Source: an optimization exercise on an open RTL-to-GDS flow (aim: small area, a short achievable clock period and few clock cycles). Production flows keep margins and buffers that such runs may drop. Where RTL was checked, it was by simulation tests only, not by an equivalence proof against the original. Power and IR drop assume default switching activity.

==> run a <==
Design conv2d_stream, start of the top module:
module conv2d_stream
#(
  parameter int IMG_W  = 28,
  parameter int IMG_H  = 28,
  parameter int K      = 3,
  parameter int N_FILT = 4,
  parameter int PIX_W  = cnn_pkg::CNN_PIX_W,
  parameter int WT_W   = 8,
  parameter int OUT_W  = 16,
  parameter int SHIFT  = 4
) (
  input  logic                         clk,
  input  logic                         reset,
  input  logic                         in_valid,
  output logic                         in_ready,
  input  logic [PIX_W-1:0]             in_pix,
  input  logic                         wt_we,
  input  logic [((N_FILT*K*K > 1) ? $clog2(N_FILT*K*K) : 1)-1:0] wt_addr,
  input  logic [WT_W-1:0]              wt_data,
  output logic                         out_valid,
  input  logic                         out_ready,
  output logic [N_FILT*OUT_W-1:0]      out_data,
  output logic                         busy,
  output logic                         frame_done
);
  localparam int NW = N_FILT * K * K;
  ...
export LEC_CHECK = 0
export CAP_MARGIN = 20
export CORE_MARGIN = 2
export CORE_UTILIZATION = 55
export SETUP_SLACK_MARGIN = 5
export SLEW_MARGIN = 20
export SYNTH_HIERARCHICAL = 1
create_clock -name core_clock -period 9.0 [get_ports {clk}]
run.sh (not shown) runs the stock make flow with config.mk's settings and CLKGATE_MAP_FILE= SYNTH_SCRIPT=/design/flow/synth_recipe.tcl, a recipe that flattens the netlist after the stock synthesis.
==> run b: changes against run a <==
--- a/flow/config.mk
+++ b/flow/config.mk
@@ -9,4 +9,5 @@
 export CORE_MARGIN = 2
 export CORE_UTILIZATION = 55
+export CTS_BUF_LIST = sky130_fd_sc_hd__clkbuf_4 sky130_fd_sc_hd__clkbuf_8
 export SETUP_SLACK_MARGIN = 5
 export SLEW_MARGIN = 20
==> summary.txt <==
- In sequential power, run b and run a hardly differ.
- In synthesized area, run a and run b do not differ.
- In synthesized cell count, run b and run a do not differ.
- Sequential cell count is the same in run b and run a.
- Final cell count: run a is lower than run b (1.7%).
- Against run b, the first-iteration DRC count of run a is larger by about 2%.
Testbench counts of run a, summed over its fixed seeds: cycles 18,896.
Testbench counts of run b, summed over its fixed seeds: cycles 18,896.

==> inputs of job 5808 <==
conv2d_stream, a different RTL version from the one above (not shown whole).
clock: 9.0 ns
lec_check: 0
cap_margin: 20
core_margin: 2
core_utilization: 55
setup_slack_margin: 5
slew_margin: 20
synth_hierarchical: 1
==> inputs of job 1557, as changes to job 5808 <==
--- a/flow/design.v
+++ b/flow/design.v
@@ -9,22 +9,13 @@
   input  logic                   clk,
   input  logic                   shift_en,
   input  logic [PIX_W-1:0]       pix_in,
   output logic [7:0][PIX_W-1:0]  taps
 );
-  localparam int N = 2 * IMG_W + 2;
-  logic [N-1:0][PIX_W-1:0] sr, sr_in;
-  assign sr_in = {sr[N-2:0], pix_in};
-  for (genvar k = 0; k < N; k++) begin : g_sr
-    if (k == 0 || k == 1 || k == IMG_W - 1 || k == IMG_W || k == IMG_W + 1 ||
-        k == 2 * IMG_W - 1 || k == 2 * IMG_W || k == 2 * IMG_W + 1) begin : g_tap
-      logic [PIX_W-1:0] d;
-      hold_mux #(.W(PIX_W)) u_hm (.sel(shift_en), .a(sr_in[k]), .b(sr[k]), .y(d));
-      always_ff @(posedge clk) sr[k] <= d;
-    end else begin : g_plain
-      always_ff @(posedge clk) if (shift_en) sr[k] <= sr_in[k];
-    end
+  logic [2*IMG_W+1:0][PIX_W-1:0] sr;
+  always_ff @(posedge clk) begin
+    if (shift_en) sr <= {sr[2*IMG_W:0], pix_in};
   end
   assign taps[7] = sr[1];
   assign taps[6] = sr[0];
   assign taps[5] = sr[2*IMG_W+1];
   assign taps[4] = sr[2*IMG_W];
@@ -81,15 +72,15 @@
       wdat[4 + i] = reset || !((a && !b && !c) || (!a && b && c));
       wdat[8 + i] = reset || !(a && !(b && c));
     end
     for (int k = 0; k < NW; k++) wen[k] = reset || (wq_v && wq_a == 6'(k));
   end
-  logic [NW-1:0][11:0] wenc_d;
-  for (genvar k = 0; k < NW; k++) begin : g_wenc
-    hold_mux #(.W(12)) u_hm (.sel(wen[k]), .a(wdat), .b(wenc_n[k]), .y(wenc_d[k]));
+  always_ff @(posedge clk) begin
+    for (int k = 0; k < NW; k++) begin
+      if (wen[k]) wenc_n[k] <= wdat;
+    end
   end
-  always_ff @(posedge clk) wenc_n <= wenc_d;
   logic [4:0] col, row;
   logic       v_in, h_in, l_in;    
   logic       v_2, h_2, l_2;       
   logic [7:0] pix_n, pix2_n;       
   logic       hold, en, shift, take_in, ld_head, h_new, l_new;
@@ -98,15 +89,13 @@
   assign take_in  = in_valid && in_ready;
   assign shift    = v_in && en;
   assign ld_head  = !v_in || shift;
   assign h_new    = (row >= 5'd2) && (col >= 5'd2);
   assign l_new    = (row == 5'(IMG_H - 1)) && (col == 5'(IMG_W - 1));
-  logic [7:0] pix_d;
-  hold_mux #(.W(8)) u_hm_pix (.sel(ld_head), .a(v_2 ? pix2_n : ~in_pix), .b(pix_n), .y(pix_d));
-  always_ff @(posedge clk) pix_n <= pix_d;
   always_ff @(posedge clk) begin
     if (ld_head) begin
+      pix_n <= v_2 ? pix2_n : ~in_pix;
       h_in  <= v_2 ? h_2 : h_new;
       l_in  <= v_2 ? l_2 : l_new;
     end
     if (!ld_head && take_in) begin
       pix2_n <= ~in_pix;
@@ -7892,30 +7881,10 @@
       if (take_in && row == '0 && col == '0) busy <= 1'b1;
       else if (fin) busy <= 1'b0;
     end
   end
 endmodule
-module hold_mux #(
-  parameter int W = 1
-) (
-  input  logic         sel,
-  input  logic [W-1:0] a,
-  input  logic [W-1:0] b,
-  output logic [W-1:0] y
-);
-  for (genvar i = 0; i < W; i++) begin : g_bit
-    hold_mux1 u_m (.sel(sel), .a(a[i]), .b(b[i]), .y(y[i]));
-  end
-endmodule
-module hold_mux1 (
-  input  logic sel,
-  input  logic a,
-  input  logic b,
-  output logic y
-);
-  assign y = sel ? a : b;
-endmodule
 module booth_sel (
   input  logic sa_n,
   input  logic a_n,
   input  logic sb_n,
   input  logic b_n,
--- a/flow/config.mk
+++ b/flow/config.mk
@@ -3,10 +3,11 @@
 export DESIGN_NICKNAME = conv2d_stream
 export VERILOG_FILES = /design/flow/design.v
 export SDC_FILE = /design/flow/constraint.sdc
 export NUM_CORES = 4
 export LEC_CHECK = 0
+export ABC_AREA = 1
 export CAP_MARGIN = 20
 export CORE_MARGIN = 2
 export CORE_UTILIZATION = 55
 export SETUP_SLACK_MARGIN = 5
 export SLEW_MARGIN = 20
==> inputs of job 2711, as changes to job 5808 <==
--- a/flow/design.v
+++ b/flow/design.v
@@ -9,22 +9,13 @@
   input  logic                   clk,
   input  logic                   shift_en,
   input  logic [PIX_W-1:0]       pix_in,
   output logic [7:0][PIX_W-1:0]  taps
 );
-  localparam int N = 2 * IMG_W + 2;
-  logic [N-1:0][PIX_W-1:0] sr, sr_in;
-  assign sr_in = {sr[N-2:0], pix_in};
-  for (genvar k = 0; k < N; k++) begin : g_sr
-    if (k == 0 || k == 1 || k == IMG_W - 1 || k == IMG_W || k == IMG_W + 1 ||
-        k == 2 * IMG_W - 1 || k == 2 * IMG_W || k == 2 * IMG_W + 1) begin : g_tap
-      logic [PIX_W-1:0] d;
-      hold_mux #(.W(PIX_W)) u_hm (.sel(shift_en), .a(sr_in[k]), .b(sr[k]), .y(d));
-      always_ff @(posedge clk) sr[k] <= d;
-    end else begin : g_plain
-      always_ff @(posedge clk) if (shift_en) sr[k] <= sr_in[k];
-    end
+  logic [2*IMG_W+1:0][PIX_W-1:0] sr;
+  always_ff @(posedge clk) begin
+    if (shift_en) sr <= {sr[2*IMG_W:0], pix_in};
   end
   assign taps[7] = sr[1];
   assign taps[6] = sr[0];
   assign taps[5] = sr[2*IMG_W+1];
   assign taps[4] = sr[2*IMG_W];
@@ -81,15 +72,15 @@
       wdat[4 + i] = reset || !((a && !b && !c) || (!a && b && c));
       wdat[8 + i] = reset || !(a && !(b && c));
     end
     for (int k = 0; k < NW; k++) wen[k] = reset || (wq_v && wq_a == 6'(k));
   end
-  logic [NW-1:0][11:0] wenc_d;
-  for (genvar k = 0; k < NW; k++) begin : g_wenc
-    hold_mux #(.W(12)) u_hm (.sel(wen[k]), .a(wdat), .b(wenc_n[k]), .y(wenc_d[k]));
+  always_ff @(posedge clk) begin
+    for (int k = 0; k < NW; k++) begin
+      if (wen[k]) wenc_n[k] <= wdat;
+    end
   end
-  always_ff @(posedge clk) wenc_n <= wenc_d;
   logic [4:0] col, row;
   logic       v_in, h_in, l_in;    
   logic       v_2, h_2, l_2;       
   logic [7:0] pix_n, pix2_n;       
   logic       hold, en, shift, take_in, ld_head, h_new, l_new;
@@ -98,15 +89,13 @@
   assign take_in  = in_valid && in_ready;
   assign shift    = v_in && en;
   assign ld_head  = !v_in || shift;
   assign h_new    = (row >= 5'd2) && (col >= 5'd2);
   assign l_new    = (row == 5'(IMG_H - 1)) && (col == 5'(IMG_W - 1));
-  logic [7:0] pix_d;
-  hold_mux #(.W(8)) u_hm_pix (.sel(ld_head), .a(v_2 ? pix2_n : ~in_pix), .b(pix_n), .y(pix_d));
-  always_ff @(posedge clk) pix_n <= pix_d;
   always_ff @(posedge clk) begin
     if (ld_head) begin
+      pix_n <= v_2 ? pix2_n : ~in_pix;
       h_in  <= v_2 ? h_2 : h_new;
       l_in  <= v_2 ? l_2 : l_new;
     end
     if (!ld_head && take_in) begin
       pix2_n <= ~in_pix;
@@ -7892,30 +7881,10 @@
       if (take_in && row == '0 && col == '0) busy <= 1'b1;
       else if (fin) busy <= 1'b0;
     end
   end
 endmodule
-module hold_mux #(
-  parameter int W = 1
-) (
-  input  logic         sel,
-  input  logic [W-1:0] a,
-  input  logic [W-1:0] b,
-  output logic [W-1:0] y
-);
-  for (genvar i = 0; i < W; i++) begin : g_bit
-    hold_mux1 u_m (.sel(sel), .a(a[i]), .b(b[i]), .y(y[i]));
-  end
-endmodule
-module hold_mux1 (
-  input  logic sel,
-  input  logic a,
-  input  logic b,
-  output logic y
-);
-  assign y = sel ? a : b;
-endmodule
 module booth_sel (
   input  logic sa_n,
   input  logic a_n,
   input  logic sb_n,
   input  logic b_n,
==> summary of the runs <==
Of job 1557 and job 5808, job 5808 has the higher combinational power (gap 37%, measured against job 5808).
Synthesized area: job 2711 < job 5808 < job 1557.
Core utilization: job 2711 > job 1557 > job 5808.
Against job 5808, the global-route usage of job 2711 is higher by 1.9 points.
Testbench counts of job 1557, summed over its fixed seeds: cycles 18,896.
Testbench counts of job 2711, summed over its fixed seeds: cycles 18,896.
No functional check of the RTL was part of job 5808.

==> port drivers added, routing unchanged <==
Ports are ideal in the flow. The routed layouts listed here were re-timed in OpenROAD. Step 1: set_driving_cell puts a clkbuf_16 on clk and a buf_2 on each other input, an assumption about the parent block. Step 2, shift: input delay + t, output delay - t, t = (earliest + latest rising clock arrival at the registers) / 2. This alone moves slack from input paths to output paths. a / b / c = ideal ports / drivers / drivers and shift; a / b = the first two.
run	t, ns	setup WS [ns]	worst slew at a driven data input, ns
run a	0.925	4.930 / 4.930 / 4.393	0.04
run b	1.079	4.944 / 4.944 / 4.161	0.04
job 5808	0.923	4.985 / 4.985 / 4.421	0.04
job 1557	0.933	4.888 / 4.888 / 4.098	0.05
job 2711	0.915	4.975 / 4.975 / 4.290	0.05
After both steps every run listed still meets setup and hold. For job 1557, which loses most, drivers alone change the setup slack by 0.000 ns; drivers and shift together by -0.790 ns.
